Source: an optimization exercise on an open RTL-to-GDS flow (aim: small area, a short achievable clock period and few clock cycles per item). Production flows keep margins and buffers that such runs may drop.
Only simulation tests tie the RTL to the original design; equivalence was not proved.
No activity file was given, so power comes from the tool's default toggle rates.

== 09-05 ==
==> flow/design.v <==
module mem_bank_responder #(
   parameter int                DATA_W      = 16,
   parameter int                ADDR_W      = 8,
   parameter int                WAIT_CYCLES = 2,    
   parameter logic [ADDR_W-1:0] PROT_LIMIT  = ADDR_W'(8'h40)
) (
   input  logic              CLK100MHZ,
   input  logic              RST,
   input  logic              mb_sel,
   input  logic [ADDR_W-1:0] pc_addr,
   input  logic [ADDR_W-1:0] mb_addr,
   input  logic              mb_read,
   input  logic              mb_write,
   input  logic [DATA_W-1:0] mb_wdata,
   output logic [DATA_W-1:0] mb_rdata,
   output logic              mb_ack,
   output logic              mb_busy,
   output logic              mb_err
);
   localparam int DEPTH = 1 << ADDR_W;
   localparam int LO_W  = 4;                   
   localparam int HI_W  = ADDR_W - LO_W;       
   localparam int NGRP  = 1 << HI_W;
   localparam int GSZ   = 1 << LO_W;
   localparam int NPART = 4;
   localparam bit PROT_EN = 1'b0;
   localparam int RING_B = 2;                    
   localparam int RING   = 1 << RING_B;
   localparam int NRING  = DEPTH / RING;
   localparam int AGE_W  = 3;                    
   localparam logic [AGE_W-1:0] AGE_OLD = AGE_W'(RING + 1);
   logic              strobe_q;      
   logic              armed;         
   logic              req_wait;      
   logic              ack_q;
   logic              busy_q;
   logic              err_q;
   logic [RING_B-1:0] rot;           
   logic              rot_init;      
   logic [RING_B-1:0] tgt_q [RING];  
   logic              sb_v    [2];
   logic [ADDR_W-1:0] sb_addr [2];
   logic [DATA_W-1:0] sb_data [2];
   logic              sb_ptr;        
   logic [AGE_W-1:0]  lw_age;        
   logic [ADDR_W-1:0] lw_addr;       
   logic [DATA_W-1:0] ring [NRING][RING];
   logic              strobe_any;
   logic              req_edge;
   logic              req_active;
   logic              req_ok;
   logic              accept;
   logic [ADDR_W-1:0] sel_addr;
   logic              reject_now;
   logic              store_now;
   logic              recent;
   logic              sb_c    [2];   
   logic [DATA_W-1:0] wbus;
   logic [RING-1:0]   pos_hit;       
   logic [GSZ-1:0]    lo_oh;
   logic [NGRP-1:0]   hi_oh;
   logic [DATA_W-1:0] rd_grp [NGRP];
   logic [DATA_W-1:0] rd_part   [NPART];   
   logic [DATA_W-1:0] rd_part_n [NPART];   
   assign strobe_any = mb_read | mb_write;
   assign sel_addr   = mb_sel ? mb_addr : pc_addr;
   assign req_edge   = strobe_any & ~strobe_q & armed;
   assign req_active = req_edge | req_wait;
   assign reject_now = (mb_read & mb_write)
                     | (PROT_EN & mb_write & ~mb_read & (sel_addr < PROT_LIMIT));
   assign store_now  = mb_write & ~reject_now;
   assign lw_addr = sb_addr[~sb_ptr];
   assign recent  = (lw_age <= AGE_W'(RING));
   always_comb begin
      if (reject_now)
         req_ok = 1'b1;
      else if (mb_write)
         req_ok = !(recent && lw_age != AGE_W'(RING)
                    && sel_addr[RING_B-1:0] == lw_addr[RING_B-1:0]);
      else
         req_ok = !(recent && sel_addr == lw_addr);
   end
   assign accept = req_active & req_ok;
   always_ff @(posedge CLK100MHZ) begin
      if (RST) begin
         strobe_q <= 1'b0;
         armed    <= 1'b0;
         req_wait <= 1'b0;
         ack_q    <= 1'b0;
         busy_q   <= 1'b0;
         err_q    <= 1'b0;
      end else begin
         strobe_q <= strobe_any;
         if (!strobe_any) begin
            armed <= 1'b1;
         end
         req_wait <= req_active & ~req_ok;
         ack_q    <= accept;
         busy_q   <= req_active;
         err_q    <= accept & reject_now;
      end
   end
   always_comb begin
      for (int k = 0; k < 2; k++)
         sb_c[k] = sb_v[k] && (sb_addr[k][RING_B-1:0] == ~rot);
      wbus = sb_c[0] ? sb_data[0] : sb_data[1];
   end
   always_ff @(posedge CLK100MHZ) begin
      if (!RST || rot_init) begin
         rot <= rot + 1'b1;
         for (int p = 0; p < RING; p++) tgt_q[p] <= RING_B'(p) - rot - 1'b1;
         for (int k = 0; k < 2; k++) begin
            if (sb_c[k]) sb_v[k] <= 1'b0;
         end
         if (lw_age < AGE_OLD) lw_age <= lw_age + 1'b1;
         if (!RST && accept && store_now) begin
            sb_v[sb_ptr] <= 1'b1;
            sb_ptr       <= ~sb_ptr;
            lw_age       <= AGE_W'(1);
            rot_init     <= 1'b1;
         end
      end else begin
         rot      <= '0;
         for (int p = 0; p < RING; p++) tgt_q[p] <= RING_B'(p);
         sb_v[0]  <= 1'b0;
         sb_v[1]  <= 1'b0;
         sb_ptr   <= 1'b0;
         lw_age   <= AGE_OLD;
         rot_init <= 1'b1;
      end
   end
   always_ff @(posedge CLK100MHZ) begin
      for (int k = 0; k < 2; k++) begin
         if (sb_ptr == 1'(k)) begin
            sb_addr[k] <= sel_addr;
            sb_data[k] <= mb_wdata;
         end
      end
   end
   always_comb begin
      for (int p = 0; p < RING; p++) pos_hit[p] = (sel_addr[RING_B-1:0] == tgt_q[p]);
      for (int i = 0; i < GSZ; i++)
         lo_oh[i] = pos_hit[i % RING]
                  & (sel_addr[LO_W-1:RING_B] == (LO_W-RING_B)'(i / RING));
      for (int g = 0; g < NGRP; g++) hi_oh[g] = (sel_addr[ADDR_W-1:LO_W] == HI_W'(g));
      for (int j = 0; j < NPART; j++) rd_part[j] = '0;
      for (int g = 0; g < NGRP; g++) begin
         rd_grp[g] = '0;
         for (int i = 0; i < GSZ; i++) begin
            rd_grp[g] = rd_grp[g]
                      | ({DATA_W{lo_oh[i]}} & ring[(g*GSZ + i) / RING][i % RING]);
         end
         rd_part[g / (NGRP / NPART)] = rd_part[g / (NGRP / NPART)]
                                     | ({DATA_W{hi_oh[g]}} & rd_grp[g]);
      end
   end
   always_ff @(posedge CLK100MHZ) begin
      for (int j = 0; j < NPART; j++) rd_part_n[j] <= ~rd_part[j];
   end
   always_comb begin
      mb_rdata = '1;
      for (int j = 0; j < NPART; j++) mb_rdata = mb_rdata & rd_part_n[j];
      mb_rdata = ~mb_rdata;
   end
   assign mb_ack  = ack_q;
   assign mb_busy = busy_q;
   assign mb_err  = err_q;
   always_ff @(posedge CLK100MHZ) begin
      for (int r = 0; r < NRING; r++) begin
         for (int p = 1; p < RING; p++) ring[r][p] <= ring[r][p-1];
         if ((sb_c[0] && sb_addr[0][ADDR_W-1:RING_B] == (ADDR_W-RING_B)'(r))
          || (sb_c[1] && sb_addr[1][ADDR_W-1:RING_B] == (ADDR_W-RING_B)'(r)))
            ring[r][0] <= wbus;
         else
            ring[r][0] <= ring[r][RING-1];
      end
   end
endmodule
Settings: LEC_CHECK=0, CAP_MARGIN=20, CORE_MARGIN=2, CORE_UTILIZATION=50, CTS_BUF_LIST=sky130_fd_sc_hd__clkbuf_16, CTS_CLUSTER_DIAMETER=50, CTS_CLUSTER_SIZE=20, PLACE_DENSITY=0.65, SETUP_SLACK_MARGIN=3.0, SLEW_MARGIN=20, TNS_END_PERCENT=100, BUFFER_PORTS_ARGS=-buffer_cell sky130_fd_sc_hd__buf_4, CTS_ARGS=-sink_clustering_enable -repair_clock_nets -dont_use_dummy_load -buf_list sky130_fd_sc_hd__clkbuf_16 -sink_clustering_size 20 -sink_clustering_max_diameter 50; clock period 6.0 ns.
standard.sh (not shown) runs the stock make flow with config.mk's settings and CLKGATE_MAP_FILE= SYNTH_SCRIPT=/design/flow/synth_recipe.tcl, a recipe that flattens the netlist after the stock synthesis.
==> flow/flow/run.sh <==
#!/bin/bash
set -euo pipefail
cat >> config.mk <<'EOT'
export BUFFER_PORTS_ARGS = -buffer_cell sky130_fd_sc_hd__buf_4
export CTS_ARGS = -sink_clustering_enable -repair_clock_nets -dont_use_dummy_load -buf_list sky130_fd_sc_hd__clkbuf_16 -sink_clustering_size 20 -sink_clustering_max_diameter 50
EOT
bash standard.sh > standard.log 2>&1
Testbench counts of 09-05, summed over its fixed seeds: cycles 36,215, items 12,000.
Changes in 09-04 relative to 09-05:
--- a/flow/design.v
+++ b/flow/design.v
@@ -115,11 +115,10 @@
          if (lw_age < AGE_OLD) lw_age <= lw_age + 1'b1;
          if (!RST && accept && store_now) begin
             sb_v[sb_ptr] <= 1'b1;
             sb_ptr       <= ~sb_ptr;
             lw_age       <= AGE_W'(1);
-            rot_init     <= 1'b1;
          end
       end else begin
          rot      <= '0;
          for (int p = 0; p < RING; p++) tgt_q[p] <= RING_B'(p);
          sb_v[0]  <= 1'b0;
--- outcome ---
09-04 completed every stage of the flow, and the final layout passed the timing, DRC and antenna checks. On register-to-register setup slack, 09-04 and 09-05 are basically level. 09-04 -> 09-05: proportion of cell area occupied by registers flat. 09-04 vs. 09-05: combinational power was more or less identical; fraction of met2 tracks used by global routing was more or less identical; number of buffers outside the clock class in the layout was more or less identical.
Testbench counts of 09-04, summed over its fixed seeds: cycles 36,215, items 12,000.

[port drivers added, routing unchanged]
How much do the figures lean on ideal ports? The routed layouts below were timed once more, with nothing changed but the port constraints.
Step 1 sets driving cells, clkbuf_16 on the clock port and buf_2 on the other inputs (assumed; they add their load-dependent delay and slew).
Step 2 also shifts input and output timing later by t, the mid clock arrival at the registers, as if the neighbouring blocks saw the same clock.
Three values: ideal, step 1, step 2; two values: the first two.
run | shift t [ns] | setup slack, ns | hold WS [ns]
09-05 | 0.996 | 2.828 / 2.733 / 1.968 | 0.293 / 0.293 / 0.293
09-04 | 0.996 | 2.828 / 2.733 / 1.968 | 0.293 / 0.293 / 0.293
After both steps every run listed still meets setup and hold.
